Background: an optimization exercise with open tools, aiming at small area and a short achievable clock period. Do not read the settings as production practice.
The RTL was checked by simulation tests, not by an equivalence proof against the original design.

**design/flow/design.v**
```verilog
module name_field_slot #(
    parameter int DATA_W = 160
) (
    input  logic              clk,
    input  logic              rst,
    input  logic              wr,
    input  logic [DATA_W-1:0] wdata,
    input  logic              grant,
    output logic [DATA_W-1:0] hold_data,
    output logic              pend,
    output logic              ovf
);
    logic [DATA_W-1:0] data_q, data_d;
    logic              pend_q, pend_d;
    logic              ovf_q, ovf_d;
    always_comb begin
        data_d = wr ? wdata : data_q;
        pend_d = wr | (pend_q & ~grant);
        ovf_d  = ovf_q | (wr & pend_q & ~grant);
    end
    always_ff @(posedge clk or posedge rst) begin
        if (rst) begin
            data_q <= '0;
            pend_q <= 1'b0;
            ovf_q  <= 1'b0;
        end else begin
            data_q <= data_d;
            pend_q <= pend_d;
            ovf_q  <= ovf_d;
        end
    end
    assign hold_data = data_q;
    assign pend      = pend_q;
    assign ovf       = ovf_q;
endmodule
module name_field_arbiter #(
    parameter int NUM_FIELDS = 10,
    parameter int DATA_W     = 160,
    parameter int IDX_W      = 4
) (
    input  logic                         clk,
    input  logic                         rst,
    input  logic [NUM_FIELDS*DATA_W-1:0] field_data,
    input  logic [NUM_FIELDS-1:0]        field_w,
    output logic [DATA_W-1:0]            out_data,
    output logic [IDX_W-1:0]             out_field,
    output logic                         out_last,
    output logic                         out_valid,
    input  logic                         out_ready,
    output logic [NUM_FIELDS-1:0]        overflow
);
    logic [NUM_FIELDS-1:0][DATA_W-1:0] hold_data;
    logic [NUM_FIELDS-1:0]             pend;
    logic [NUM_FIELDS-1:0]             grant_vec;
    logic [DATA_W-1:0]     out_data_q, out_data_d;
    logic [IDX_W-1:0]      out_field_q, out_field_d;
    logic                  out_last_q, out_last_d;
    logic                  out_valid_q, out_valid_d;
    logic [IDX_W-1:0]      rr_q, rr_d;
    logic [NUM_FIELDS-1:0] seen_q, seen_d;
    logic                  slot_free;
    logic                  grant_vld;
    logic [IDX_W-1:0]      grant_idx;
    logic [NUM_FIELDS-1:0] seen_set;
    for (genvar i = 0; i < NUM_FIELDS; i++) begin : g_slot
        name_field_slot #(.DATA_W(DATA_W)) u_slot (
            .clk       (clk),
            .rst       (rst),
            .wr        (field_w[i]),
            .wdata     (field_data[i*DATA_W +: DATA_W]),
            .grant     (grant_vec[i]),
            .hold_data (hold_data[i]),
            .pend      (pend[i]),
            .ovf       (overflow[i])
        );
    end
    assign slot_free = ~out_valid_q | out_ready;
    always_comb begin
        grant_vld = 1'b0;
        grant_idx = '0;
        for (int k = 0; k < NUM_FIELDS; k++) begin
            if (slot_free && !grant_vld && pend[(int'(rr_q) + k) % NUM_FIELDS]) begin
                grant_vld = 1'b1;
                grant_idx = IDX_W'((int'(rr_q) + k) % NUM_FIELDS);
            end
        end
        grant_vec = grant_vld ? (NUM_FIELDS'(1) << grant_idx) : '0;
    end
    always_comb begin
        out_data_d  = out_data_q;
        out_field_d = out_field_q;
        out_last_d  = out_last_q;
        out_valid_d = out_valid_q;
        rr_d        = rr_q;
        seen_d      = seen_q;
        seen_set    = seen_q | grant_vec;
        if (grant_vld) begin
            out_data_d  = hold_data[grant_idx];
            out_field_d = grant_idx;
            out_valid_d = 1'b1;
            rr_d        = (grant_idx == IDX_W'(NUM_FIELDS - 1)) ? '0 : grant_idx + 1'b1;
            if (&seen_set) begin
                out_last_d = 1'b1;
                seen_d     = '0;
            end else begin
                out_last_d = 1'b0;
                seen_d     = seen_set;
            end
        end else if (slot_free) begin
            out_valid_d = 1'b0;
            out_last_d  = 1'b0;
        end
    end
    always_ff @(posedge clk or posedge rst) begin
        if (rst) begin
            out_data_q  <= '0;
            out_field_q <= '0;
            out_last_q  <= 1'b0;
            out_valid_q <= 1'b0;
            rr_q        <= '0;
            seen_q      <= '0;
        end else begin
            out_data_q  <= out_data_d;
            out_field_q <= out_field_d;
            out_last_q  <= out_last_d;
            out_valid_q <= out_valid_d;
            rr_q        <= rr_d;
            seen_q      <= seen_d;
        end
    end
    assign out_data  = out_data_q;
    assign out_field = out_field_q;
    assign out_last  = out_last_q;
    assign out_valid = out_valid_q;
endmodule
```
**design/flow/run.sh**
```bash
#!/bin/bash
# synth_recipe.tcl (not shown) runs the flow's synth.tcl, then flattens the netlist and writes it again
# the make line also repeats each setting of config.mk as NAME=value (left out here)
make -C /OpenROAD-flow-scripts/flow DESIGN_CONFIG=/design/flow/config.mk WORK_HOME=/design/flow/orfs CLKGATE_MAP_FILE= SYNTH_SCRIPT=/design/flow/synth_recipe.tcl finish
```
**design/flow/config.mk**
```make
export PLATFORM = sky130hd
export DESIGN_NAME = name_field_arbiter
export DESIGN_NICKNAME = name_field_arbiter
export VERILOG_FILES = /design/flow/design.v
export SDC_FILE = /design/flow/constraint.sdc
export NUM_CORES = 4
export LEC_CHECK = 0
export CAP_MARGIN = 20
export CORE_AREA = 5 5 635 635
export DIE_AREA = 0 0 640 640
export SLEW_MARGIN = 20
```
**design/flow/constraint.sdc**
```tcl
create_clock -name core_clock -period 6.5 [get_ports {clk}]
set_input_delay 1.3000 -clock core_clock [delete_from_list [all_inputs] [get_ports {clk}]]
set_output_delay 1.3000 -clock core_clock [all_outputs]
set_load 0.01 [all_outputs]
```
==> results.sh, run 1 <==
export IMPL_ant_nets=0
export IMPL_vias_per_cell=4.78
export IMPL_seq_area_frac_synth_pct=54.4
export IMPL_synth_yosys_warnings=2
export IMPL_maxCapViolations=0
export IMPL_drt_total_wl_mm=474
export IMPL_synth_top_area_cell="dfrtp_1"
export IMPL_drtIter0Drc=5735
export IMPL_die_w_microns=640
export IMPL_globalRouteMet2Util_pct=34.3
export IMPL_syn_area_per_cell_sq_um=13.8
export IMPL_htree_levels=4
export IMPL_drcViolationCount=0
export IMPL_crit_type="register to register"
export IMPL_cts_made_buffers=214
export IMPL_antenna_found_initial=261
export IMPL_status="no timing/DRC/antenna violations"
export IMPL_r2r_start="rr_q[1]$_DFFE_PP0P_"
export IMPL_tightest_slew_ps=986
export IMPL_setup_tns_final_ps=0
export IMPL_clockBufferDepth=4
export IMPL_drt_pass1_iterations=7
export IMPL_grt_setup_unrepaired="false"
export IMPL_path_clk_slew_ps=60
export IMPL_synthFlopType="dfrtp_1"
export IMPL_worstHoldPathCells=2
export IMPL_critPathLaunch="rr_q[1]$_DFFE_PP0P_"
export IMPL_ys_ff_latch=1800
export IMPL_slew_violations=0
export IMPL_yosysMostFrequentCell="dfrtp_1"
export IMPL_vias=64800
export IMPL_critPathCaptureType="register"
export IMPL_clk_latency_ps=910
export IMPL_cts_tree="yes"
export IMPL_syn_inst=5989
export IMPL_crit_fanout=24
export IMPL_reg2regPathDepth=23
export IMPL_worstHoldStart="out_field_q[0]$_DFFE_PP0P_"
export IMPL_io_pins=1789
export IMPL_setup_viol=0
export IMPL_grt_use_met1_pct=28.1
export IMPL_grt_pass1_vias=66800
export IMPL_synth_edff_count=0
export IMPL_grt_max_degree=128
export IMPL_synth_cell_types=102
export IMPL_die_y_microns=640
export IMPL_final_nets=9639
export IMPL_cts_sinks=1800
export IMPL_synth_top_cell_area_share_pct=54.4
export IMPL_nFillCells=39900
export IMPL_finalNonFillerCells=13600
export IMPL_worstPathRequired_ps=7230
export IMPL_area_growth_pct=42.1
export IMPL_synthArstFlopShare_pct=100
export IMPL_grt_util_all_layers_pct=22.1
export IMPL_mappedNetlistArea_sq_um=82700
export IMPL_finalCriticalPeriod_ps=6250
export IMPL_port_buffers=1788
export IMPL_cts_root_buf="clkbuf_16"
export IMPL_clock_fmax_ghz=0.160
export IMPL_hpwl_mm=374
export IMPL_dp_cells=13000
export IMPL_synth_common_cells="dfrtp_1 (1,800), mux2_2 (1,610), mux2i_1 (505)"
export IMPL_grt_overflow=0
export IMPL_grt_busiest_layer="met2"
export IMPL_initial_utilization_pct=20.9
export IMPL_synth_area_leaders="dfrtp_1 (54%), mux2_2 (22%), mux2i_1 (6.1%)"
export IMPL_hold_viol_final=0
export IMPL_period_share_pct=96.1
export IMPL_grt_use_met3_pct=5.84
export IMPL_core_area_sq_um=396000
export IMPL_wl_per_cell_microns=34.9
export IMPL_gp_congestion=0.964
export IMPL_critical_path_arrival_ps=6980
export IMPL_grt_pass1_wl_mm=620
export IMPL_cp_start_kind="register"
export IMPL_row_count=231
export IMPL_worstHoldPathType="register to register"
export IMPL_relSlewSlack_pct=32.4
export IMPL_skew_ps=95.1
export IMPL_drive_above_1_share_pct=32.3
export IMPL_syn_nets=7636
export IMPL_die_area_sq_um=410000
## layout by cell type, fill, tap and decap left out, types with 65 or more instances in the layout
master | synthesis | final
dfrtp_1 | 1800 | 1800
clkdlybuf4s50_1 | 0 | 1778
mux2_2 | 1610 | 1610
mux2i_1 | 505 | 504
nor2_1 | 364 | 364
buf_4 | 27 | 344
clkbuf_16 | 0 | 215
o21ai_0 | 203 | 203
a211oi_1 | 174 | 171
mux4_2 | 167 | 167
o22ai_1 | 166 | 166
diode_2 | 0 | 158
buf_12 | 0 | 88
nand2_1 | 67 | 65
## logic make-up after synthesis
kind of cell / count (synthesis) / synth area share [%]
muxes: 2283 / 32.6
DFF: 1800 / 54.4
AOI/OAI and AO/OA: 780 / 6.30
and+or+nand+nor: 600 / 3.26
buffers and inverters: 460 / 2.52
adders and majority gates: 38 / 0.562
xor gates and xnor gates: 28 / 0.337
## layer usage
layer	up-vias	wire length, microns
li1	26400	-
met3	889	38100
met2	3041	215000
met4	100	28600
met1	34300	192000
met5	-	632
## worst paths after layout
| path | endpoint | slack, ps |
|---|---|---|
| max | out_data_q[89]$_DFFE_PP0P_ | 250 |
| min | out_field_q[0]$_DFFE_PP0P_ | 490 |
| min reg2reg | out_field_q[0]$_DFFE_PP0P_ | 490 |
| min in group asynchronous | g_slot[6].u_slot.data_q[1]$_DFFE_PP0P_ | 910 |
| max reg2reg | out_data_q[89]$_DFFE_PP0P_ | 250 |
| max in group asynchronous | g_slot[3].u_slot.data_q[56]$_DFFE_PP0P_ | 3790 |
## state kept, by name, indices dropped and copies added (netlist names)
register,count
g_slot.u_slot.data_q,1600
g_slot.u_slot.ovf_q,10
g_slot.u_slot.pend_q,10
out_data_q,160
out_field_q,4
out_last_q,1
out_valid_q,1
rr_q,4
seen_q,10
## per-stage QoR
step	instance area (sq um)	utilization, %	setup slack (ps)	hold WS, ps
6_report	118000	29.7	250	486
3_3_place_gp	110000	27.7	260	462
2_1_floorplan	82800	-	-19770	443
5_1_grt	117000	29.7	9.41	505
4_1_cts	117000	29.6	113	484
3_5_place_dp	110000	27.7	118	472
## worst max-delay path, cell delays in order (launching register included)
cell      delay, ps
dfrtp_1         380
buf_4           180
ha_1            240
buf_4           210
xnor2_2         400
nand2b_1        110
ha_1            320
a311oi_2        420
or4b_1          480
o211a_1         160
mux2_4          320
nor3_1          350
nand3_1         210
a211oi_1        260
buf_4           190
o41ai_4          70
buf_4           200
buf_4           220
nand2_4         100
buf_12          200
buf_4           390
o22ai_1         130
a211oi_1        280
nor2_1          110
## layout make-up
class | count | area [sq um] | area share, %
tap | 5242 | 6560 | 5.58
multi-input combinational | 3729 | 35800 | 30.4
clock inverter | 92 | 1250 | 1.06
sequential | 1800 | 45000 | 38.3
inverter | 23 | 90.1 | 0.0766
antenna | 158 | 395 | 0.336
timing repair buffer | 2224 | 22400 | 19.0
clock buffer | 299 | 6100 | 5.19
## what timing repair did
item                                    CTS  global route
hold buffers                              0             0
hold endpoints to repair                  0             0
endpoints found under the setup margin    1            83
resized for setup                         1            16
setup buffers                             0             2
pin swaps                                 0             2
cloned                                    0             1
==> inputs of run 2 (changes only) <==
==> design/flow/design.v (replaced) <==
module name_field_arbiter #(
    parameter int NUM_FIELDS = 10,
    parameter int DATA_W     = 160,
    parameter int IDX_W      = 4
) (
    input  logic                         clk,
    input  logic                         rst,
    input  logic [NUM_FIELDS*DATA_W-1:0] field_data,
    input  logic [NUM_FIELDS-1:0]        field_w,
    output logic [DATA_W-1:0]            out_data,
    output logic [IDX_W-1:0]             out_field,
    output logic                         out_last,
    output logic                         out_valid,
    input  logic                         out_ready,
    output logic [NUM_FIELDS-1:0]        overflow
);
    localparam int NF = NUM_FIELDS;
    logic [NF-1:0][DATA_W-1:0] hold_q;
    logic [NF-1:0]             pend_q;
    logic [NF-1:0]             ovf_q;
    logic [NF-1:0]             mask_q;
    logic [NF-1:0]             seen_q;
    logic                      valid_q;
    logic [DATA_W-1:0]         data_q;
    logic [IDX_W-1:0]          field_q;
    logic                      last_q;
    logic                      slot_free;
    logic [NF-1:0]             req_hi;
    logic [NF-1:0]             sel;       
    logic                      any_pend;
    logic [NF-1:0]             grant;
    logic [NF-1:0]             mask_nx;
    logic [NF-1:0]             seen_set;
    logic [DATA_W-1:0]         sel_data;
    logic [IDX_W-1:0]          sel_idx;
    assign slot_free = ~valid_q | out_ready;
    assign any_pend  = |pend_q;
    logic [NF-1:0] hi_before, lo_before;
    logic          any_hi;
    assign req_hi = pend_q & mask_q;
    assign any_hi = |req_hi;
    assign hi_before[0] = 1'b0;
    assign lo_before[0] = 1'b0;
    for (genvar i = 1; i < NF; i++) begin : g_before
        assign hi_before[i] = |req_hi[i-1:0];
        assign lo_before[i] = |pend_q[i-1:0];
    end
    assign sel = any_hi ? (req_hi & ~hi_before) : (pend_q & ~lo_before);
    assign grant = slot_free ? sel : '0;
    assign mask_nx[0] = sel[NF-1];
    for (genvar k = 1; k < NF; k++) begin : g_mask
        assign mask_nx[k] = sel[NF-1] | (|sel[k-1:0]);
    end
    always_comb begin
        sel_data = '0;
        sel_idx  = '0;
        for (int i = 0; i < NF; i++) begin
            sel_data = sel_data | (hold_q[i] & {DATA_W{sel[i]}});
            sel_idx  = sel_idx  | (sel[i] ? IDX_W'(i) : '0);
        end
    end
    assign seen_set = seen_q | sel;
    always_ff @(posedge clk) begin
        for (int i = 0; i < NF; i++)
            if (field_w[i]) hold_q[i] <= field_data[i*DATA_W +: DATA_W];
    end
    always_ff @(posedge clk or posedge rst) begin
        if (rst) begin
            pend_q  <= '0;
            ovf_q   <= '0;
            mask_q  <= '1;
            seen_q  <= '0;
            valid_q <= 1'b0;
        end else begin
            pend_q <= field_w | (pend_q & ~grant);
            ovf_q  <= ovf_q | (field_w & pend_q & ~grant);
            if (slot_free) begin
                valid_q <= any_pend;
                if (any_pend) begin
                    mask_q <= mask_nx;
                    seen_q <= (&seen_set) ? '0 : seen_set;
                end
            end
        end
    end
    always_ff @(posedge clk) begin
        if (slot_free) begin
            data_q  <= sel_data;
            field_q <= sel_idx;
            last_q  <= &seen_set;
        end
    end
    assign out_data  = data_q;
    assign out_field = field_q;
    assign out_last  = last_q;
    assign out_valid = valid_q;
    assign overflow  = ovf_q;
endmodule
--- a/design/flow/config.mk
+++ b/design/flow/config.mk
@@ -6,6 +6,6 @@
 export NUM_CORES = 4
 export LEC_CHECK = 0
 export CAP_MARGIN = 20
-export CORE_AREA = 5 5 635 635
-export DIE_AREA = 0 0 640 640
+export CORE_MARGIN = 2
+export CORE_UTILIZATION = 55
 export SLEW_MARGIN = 20
==> run 2 against run 1 <==
The flow now stops in I/O pin placement. Area after synthesis decreased by 24%. Synthesized cell count fell by 51%.
==> results.sh, run 2 <==
export IMPL_status="aborted with a tool error"
export IMPL_row_count=123
export IMPL_seq_area_frac_synth_pct=86.4
export IMPL_syn_nets=4560
export IMPL_synthArstFlopShare_pct=2.27
export IMPL_syn_area_per_cell_sq_um=21.2
export IMPL_synth_top_area_cell="edfxtp_1"
export IMPL_tool_error="[ERROR PPL-0024] Number of IO pins (1789) exceeds maximum number of available positions (1232). Increase the die perimeter from 1364.50um to 2433.04um."
export IMPL_synth_common_cells="edfxtp_1 (1,765), a222oi_1 (323), nand3_1 (165)"
export IMPL_synth_top_cell_area_share_pct=84.8
export IMPL_syn_inst=2947
export IMPL_lastStage="I/O pin placement"
export IMPL_initial_utilization_pct=55.5
export IMPL_die_y_microns=341
export IMPL_mappedNetlistArea_sq_um=62500
export IMPL_synth_edff_count=1765
export IMPL_yosysMostFrequentCell="edfxtp_1"
export IMPL_die_w_microns=341
export IMPL_synthFlopType="edfxtp_1"
export IMPL_synth_area_leaders="edfxtp_1 (85%), a222oi_1 (5.2%), a221oi_1 (2.2%)"
export IMPL_synth_yosys_warnings=1
export IMPL_synth_cell_types=44
export IMPL_ys_ff_latch=1806
## run 2: cell families after synthesis
family          Yosys count  synth area share, %
compound gates          706                 10.4
buf+inv                 194                 1.25
flops                  1806                 86.4
simple gates            241                 1.95
==> inputs of run 3 (changes only) <==
--- a/design/flow/config.mk
+++ b/design/flow/config.mk
@@ -6,6 +6,7 @@
 export NUM_CORES = 4
 export LEC_CHECK = 0
 export CAP_MARGIN = 20
-export CORE_MARGIN = 2
-export CORE_UTILIZATION = 55
+export CORE_AREA = 5 5 615 615
+export DIE_AREA = 0 0 620 620
+export SETUP_SLACK_MARGIN = 4.0
 export SLEW_MARGIN = 20
==> run 3 against run 2 <==
The run now finishes clean. Area after synthesis unchanged. Synthesized cell count unchanged.
==> results.sh, run 3 <==
export IMPL_drt_total_wl_mm=476
export IMPL_drt_pass1_iterations=11
export IMPL_drive_above_1_share_pct=20.8
export IMPL_cts_made_buffers=217
export IMPL_relSlewSlack_pct=27.0
export IMPL_syn_nets=4560
export IMPL_row_count=224
export IMPL_yosysMostFrequentCell="edfxtp_1"
export IMPL_die_area_sq_um=384000
export IMPL_largest_reg_flops=1600
export IMPL_worst_path_max_delay_cell="a222oi_1"
export IMPL_grt_util_all_layers_pct=23.3
export IMPL_core_area_sq_um=371000
export IMPL_crit_family="buffers and inverters"
export IMPL_grt_max_degree=81
export IMPL_synth_area_leaders="edfxtp_1 (85%), a222oi_1 (5.2%), a221oi_1 (2.2%)"
export IMPL_drtIter0Drc=9410
export IMPL_grt_pass1_vias=46300
export IMPL_hold_viol_final=0
export IMPL_synthArstFlopShare_pct=2.27
export IMPL_setup_viol=0
export IMPL_worstPathRequired_ps=7080
export IMPL_wl_per_cell_microns=45.5
export IMPL_port_buffers=1788
export IMPL_status="no timing/DRC/antenna violations"
export IMPL_clk_latency_ps=890
export IMPL_synth_top_area_cell="edfxtp_1"
export IMPL_vias=48200
export IMPL_layout_commonest_cell="edfxtp_1"
export IMPL_reg_top3="hold_q: 1600 flops, data_q: 160 flops"
export IMPL_path_cells="a222oi_1 -> buf_4 -> nand3_4 -> buf_6 -> nor3_4 -> buf_12 -> buf_16 -> buf_12 -> buf_8 -> buf_8 -> a222oi_1 -> nand3_1"
export IMPL_hpwl_mm=328
export IMPL_io_pins=1789
export IMPL_setup_tns_final_ps=0
export IMPL_synth_common_cells="edfxtp_1 (1,765), a222oi_1 (323), nand3_1 (165)"
export IMPL_crit_type="register to register"
export IMPL_ant_nets=0
export IMPL_path_buf_inv=7
export IMPL_crit_fanout=6
export IMPL_synth_top_cell_area_share_pct=84.8
export IMPL_slew_violations=0
export IMPL_cts_root_buf="clkbuf_16"
export IMPL_grt_setup_unrepaired="true"
export IMPL_antenna_found_initial=281
export IMPL_period_share_pct=46.9
export IMPL_synth_cell_types=44
export IMPL_ys_ff_latch=1806
export IMPL_tightest_slew_ps=1100
export IMPL_largest_register="hold_q"
export IMPL_holdWs_ps=516
export IMPL_gp_congestion=0.960
export IMPL_synth_yosys_warnings=1
export IMPL_initial_utilization_pct=16.8
export IMPL_skew_ps=32.4
export IMPL_syn_area_per_cell_sq_um=21.2
export IMPL_area_growth_pct=63.1
export IMPL_cts_sinks=1806
export IMPL_clockBufferDepth=4
export IMPL_grt_overflow=0
export IMPL_cp_start_kind="register"
export IMPL_grt_pass1_wl_mm=569
export IMPL_clock_fmax_ghz=0.328
export IMPL_seq_area_frac_synth_pct=86.4
export IMPL_synth_edff_count=1765
export IMPL_maxCapViolations=0
export IMPL_die_y_microns=620
export IMPL_htree_levels=4
export IMPL_synthFlopType="edfxtp_1"
export IMPL_worstHoldPathType="register to register"
export IMPL_mappedNetlistArea_sq_um=62500
export IMPL_drcViolationCount=0
export IMPL_slowest_delay_ps=740
export IMPL_critPathCaptureType="register"
export IMPL_layout_common_cells="edfxtp_1 (1,765), clkdlybuf4s50_1 (1,602), a222oi_1 (323), clkbuf_16 (229), buf_6 (204)"
export IMPL_cts_tree="yes"
export IMPL_die_w_microns=620
export IMPL_critical_path_arrival_ps=3630
export IMPL_finalCriticalPeriod_ps=3050
export IMPL_final_nets=6818
export IMPL_path_clk_slew_ps=60
export IMPL_vias_per_cell=4.61
export IMPL_syn_inst=2947
run 3: what timing repair did:
item / 4_1_cts / 5_1_grt
pin swaps: 192 / 197
gates resized for setup: 1419 / 136
hold buffers: 0 / 0
endpoints found under the setup margin: 402 / 395
buffers inserted: 204 / 66
gates cloned: 79 / 11
run 3: final timing paths:
| path | startpoint | end | slack (ps) | depth (start not counted) |
|---|---|---|---|---|
| max reg2reg | mask_q[6]$_DFFE_PP1P_ | data_q[137]$_DFFE_PN_ | 3450 | 12 |
| min | mask_q[3]$_DFFE_PP1P_ | mask_q[3]$_DFFE_PP1P_ | 520 | 2 |
| min in group asynchronous | rst | ovf_q[5]$_DFF_PP0_ | 910 | 3 |
| max | mask_q[6]$_DFFE_PP1P_ | data_q[137]$_DFFE_PN_ | 3450 | 12 |
| max in group asynchronous | rst | pend_q[0]$_DFF_PP0_ | 5150 | 3 |
| min reg2reg | mask_q[3]$_DFFE_PP1P_ | mask_q[3]$_DFFE_PP1P_ | 520 | 2 |
run 3: layout make-up:
cell class / instances / area, sq um
clock buffer: 246 / 5570
timing repair buffer: 2223 / 25400
fill: 37000 / 269000
clock inverter: 147 / 1660
multi-input combinational: 950 / 8770
inverter: 7 / 26.3
tap: 4972 / 6220
antenna: 107 / 268
sequential: 1806 / 54100
run 3: tightest hold or removal path, delay by kind of cell, from the launching register on:
kind / cells / cell delay [ps]
flip-flops: 1 / 400
AND/OR/NAND/NOR: 1 / 60
AO/OA/AOI/OAI: 1 / 50
run 3: cells by family after synthesis:
logic type      after synthesis  share of synthesized area, %
buf+inv                     194                          1.25
compound gates              706                          10.4
flops                      1806                          86.4
simple gates                241                          1.95
run 3: per-layer routing:
layer,vias up,routed length (microns),GRT usage [%]
met5,-,1160,0
met4,172,19900,8.30
met3,992,63800,10.4
met2,4363,215000,36.6
met1,24900,176000,28.1
li1,17800,-,-
run 3: stage by stage:
step                      area (sq um)  worst slack, ps  instances  util, %
final                           102000             3450      10500     27.4
after global routing            102000             3440      10400     27.4
after CTS                       100000             3410      10300     26.9
after detailed placement         87000             2240       9598     23.4
after global placement           87000             2350       9598     23.4
after floorplan                  62500             3890       2947        -
==> inputs of run 4 (changes only) <==
--- a/design/flow/config.mk
+++ b/design/flow/config.mk
@@ -8,5 +8,4 @@
 export CAP_MARGIN = 20
 export CORE_AREA = 5 5 615 615
 export DIE_AREA = 0 0 620 620
-export SETUP_SLACK_MARGIN = 4.0
 export SLEW_MARGIN = 20
==> run 4 against run 3 <==
Still clean. Non-clock buffer count is 354 lower. Fmax is 26% lower. Routed wire length is 12% lower. Synthesized cell count stayed put. Critical path depth is 4 lower. Flip-flop and latch count stayed put. Global-route usage is 2.7 points lower. Die area stayed put. Hold slack worse by 40 ps. Largest cell class unchanged.
==> results.sh, run 4 <==
export IMPL_status="no timing/DRC/antenna violations"
export IMPL_grt_pass1_wl_mm=510
export IMPL_synthFlopType="edfxtp_1"
export IMPL_die_w_microns=620
export IMPL_cts_sinks=1806
export IMPL_clock_fmax_ghz=0.242
export IMPL_r2r_end="data_q[15]$_DFFE_PN_"
export IMPL_grt_setup_unrepaired="false"
export IMPL_synth_common_cells="edfxtp_1 (1,765), a222oi_1 (323), nand3_1 (165)"
export IMPL_initial_utilization_pct=16.8
export IMPL_finalNonFillerCells=10100
export IMPL_drt_pass1_iterations=13
export IMPL_path_clk_slew_ps=60
export IMPL_worstPathRequired_ps=7180
export IMPL_synth_yosys_warnings=1
export IMPL_clockBufferDepth=4
export IMPL_clk_latency_ps=910
export IMPL_largest_register="hold_q"
export IMPL_synth_top_cell_area_share_pct=84.8
export IMPL_syn_area_per_cell_sq_um=21.2
export IMPL_cts_setup_buffers=0
export IMPL_port_buffers=1788
export IMPL_mappedNetlistArea_sq_um=62500
export IMPL_r2r_start="pend_q[0]$_DFF_PP0_"
export IMPL_period_share_pct=63.5
export IMPL_worstHoldPathCells=1
export IMPL_worstHoldStart="ovf_q[2]$_DFF_PP0_"
export IMPL_relSlewSlack_pct=6.24
export IMPL_reg_top3="hold_q: 1600 flops, data_q: 160 flops"
export IMPL_htree_levels=4
export IMPL_area_growth_pct=50.7
export IMPL_synth_edff_count=1765
export IMPL_maxCapViolations=0
export IMPL_critical_path_arrival_ps=4810
export IMPL_drtIter0Drc=7690
export IMPL_finalCriticalPeriod_ps=4130
export IMPL_synth_area_leaders="edfxtp_1 (85%), a222oi_1 (5.2%), a221oi_1 (2.2%)"
export IMPL_largest_reg_flops=1600
export IMPL_die_y_microns=620
export IMPL_antenna_found_initial=291
export IMPL_row_count=224
export IMPL_synth_cell_types=44
export IMPL_critPathCaptureType="register"
export IMPL_setup_viol=0
export IMPL_synth_top_area_cell="edfxtp_1"
export IMPL_hpwl_mm=324
export IMPL_gp_congestion=0.938
export IMPL_grt_overflow=0
export IMPL_crit_type="register to register"
export IMPL_dp_cells=9601
export IMPL_vias=44400
export IMPL_drt_total_wl_mm=418
export IMPL_post_cts_resized=0
export IMPL_final_nets=6458
export IMPL_vias_per_cell=4.40
export IMPL_yosysMostFrequentCell="edfxtp_1"
export IMPL_cts_tree="yes"
export IMPL_hold_end="ovf_q[2]$_DFF_PP0_"
export IMPL_rrSetupSlack_ps=2370
export IMPL_io_pins=1789
export IMPL_slew_violations=0
export IMPL_tightest_slew_ps=1410
export IMPL_skew_ps=87.2
export IMPL_seq_area_frac_synth_pct=86.4
export IMPL_cts_root_buf="clkbuf_16"
export IMPL_reg2regPathDepth=8
export IMPL_drive_above_1_share_pct=8.96
export IMPL_cp_start_kind="register"
export IMPL_cts_made_buffers=214
export IMPL_grt_pass1_vias=43500
export IMPL_crit_fanout=44
export IMPL_ctsHoldBuffers=0
export IMPL_setup_tns_final_ps=0
export IMPL_ant_nets=0
export IMPL_syn_nets=4560
export IMPL_layout_common_cells="clkdlybuf4s50_1 (1,778), edfxtp_1 (1,765), a222oi_1 (323), clkbuf_16 (215), nand3_1 (165)"
export IMPL_ys_ff_latch=1806
export IMPL_drcViolationCount=0
export IMPL_hold_viol_final=0
export IMPL_layout_commonest_cell="clkdlybuf4s50_1"
export IMPL_die_area_sq_um=384000
export IMPL_nFillCells=37800
export IMPL_grt_util_all_layers_pct=20.6
export IMPL_core_area_sq_um=371000
export IMPL_syn_inst=2947
export IMPL_wl_per_cell_microns=41.4
export IMPL_synthArstFlopShare_pct=2.27
export IMPL_grt_max_degree=109
export IMPL_worstHoldPathType="register to register"
==> run 4: cell counts after synthesis <==
No cell type changed its count.
==> run 4: worst max-delay path by stage <==
| stage | cells after the start | start | slack [ps] | endpoint |
|---|---|---|---|---|
| 6_report | 8 | pend_q[0]$_DFF_PP0_ | 2370 | data_q[15]$_DFFE_PN_ |
| 2_1_floorplan | 4 | out_ready | 2290 | mask_q[1]$_DFFE_PP1P_ |
| 3_3_place_gp | 9 | mask_q[0]$_DFFE_PP1P_ | 2160 | data_q[119]$_DFFE_PN_ |
| 3_5_place_dp | 8 | pend_q[0]$_DFF_PP0_ | 2430 | data_q[2]$_DFFE_PN_ |
| 5_1_grt | 8 | pend_q[0]$_DFF_PP0_ | 2210 | data_q[15]$_DFFE_PN_ |
| 4_1_cts | 7 | pend_q[0]$_DFF_PP0_ | 2430 | data_q[117]$_DFFE_PN_ |
==> run 4: area by class of cell <==
| type | count | area, sq um | area share [%] |
|---|---|---|---|
| Clock buffer | 241 | 5480 | 5.81 |
| Antenna cell | 92 | 230 | 0.244 |
| Multi-Input combinational cell | 947 | 7770 | 8.25 |
| Timing Repair Buffer | 1869 | 19000 | 20.1 |
| Inverter | 7 | 26.3 | 0.0279 |
| Sequential cell | 1806 | 54000 | 57.3 |
| Clock inverter | 154 | 1510 | 1.61 |
| Tap cell | 4972 | 6220 | 6.60 |
==> run 4: stage by stage <==
| stage | hold WS, ps | setup WS [ps] | instance area, sq um | utilization (%) |
|---|---|---|---|---|
| final | 476 | 2370 | 94200 | 25.4 |
| after floorplan | 449 | 2290 | 62500 | - |
| after CTS | 476 | 2430 | 94000 | 25.3 |
| after global placement | 464 | 2160 | 86900 | 23.4 |
| after detailed placement | 468 | 2430 | 87000 | 23.4 |
| after global routing | 499 | 2210 | 94100 | 25.3 |
==> run 4: critical path, stage by stage (launching register included) <==
cell and delay [ps]:
dfrtp_1 500, nor4_1 930, nand4_1 520, a21oi_4 340
buf_4 400, buf_4 640, a22o_1 250, a221oi_1 50
nand3_1 140
==> run 4: metal layers <==
layer	GRT usage, %	wire (microns)	up-vias
met4	7.48	17200	184
met1	24.5	154000	22600
met3	9.82	56600	866
li1	-	-	17000
met2	32.3	189000	3686
met5	0	1210	-
==> run 4: kinds of logic after synthesis <==
group / synth area share [%]
buffers and inverters: 1.25
flip-flops: 86.4
AO/OA/AOI/OAI: 10.4
AND/OR/NAND/NOR: 1.95

what the ideal ports hide:
The flow's constraints put no driver on any port. The routed layouts listed below were extracted and timed again, unchanged, in two steps.
Step 1: set_driving_cell puts a clkbuf_16 on clk and a buf_2 on each other input, an assumption about the parent block.
Step 2 moves the port delays by t, midway between the first and last clock arrival at a register: inputs arrive t later, outputs are due t later. That takes back most of the time a late clock gives input paths.
a / b / c = ideal / step 1 / step 2; a / b = the first two.
| run | shift t [ns] | slack for setup (ns) | worst register clock-pin slew, ns |
|---|---|---|---|
| run 1 | 0.952 | 0.250 / 0.250 / 0.250 | 0.07 / 0.07 |
| run 3 | 0.972 | 3.450 / 3.384 / 2.950 | 0.08 / 0.08 |
| run 4 | 0.952 | 2.372 / 2.372 / 2.372 | 0.07 / 0.07 |
After both steps setup and hold are still met in every run listed. For run 3, which loses most, drivers alone change the setup slack by -0.066 ns; drivers and shift together by -0.500 ns.
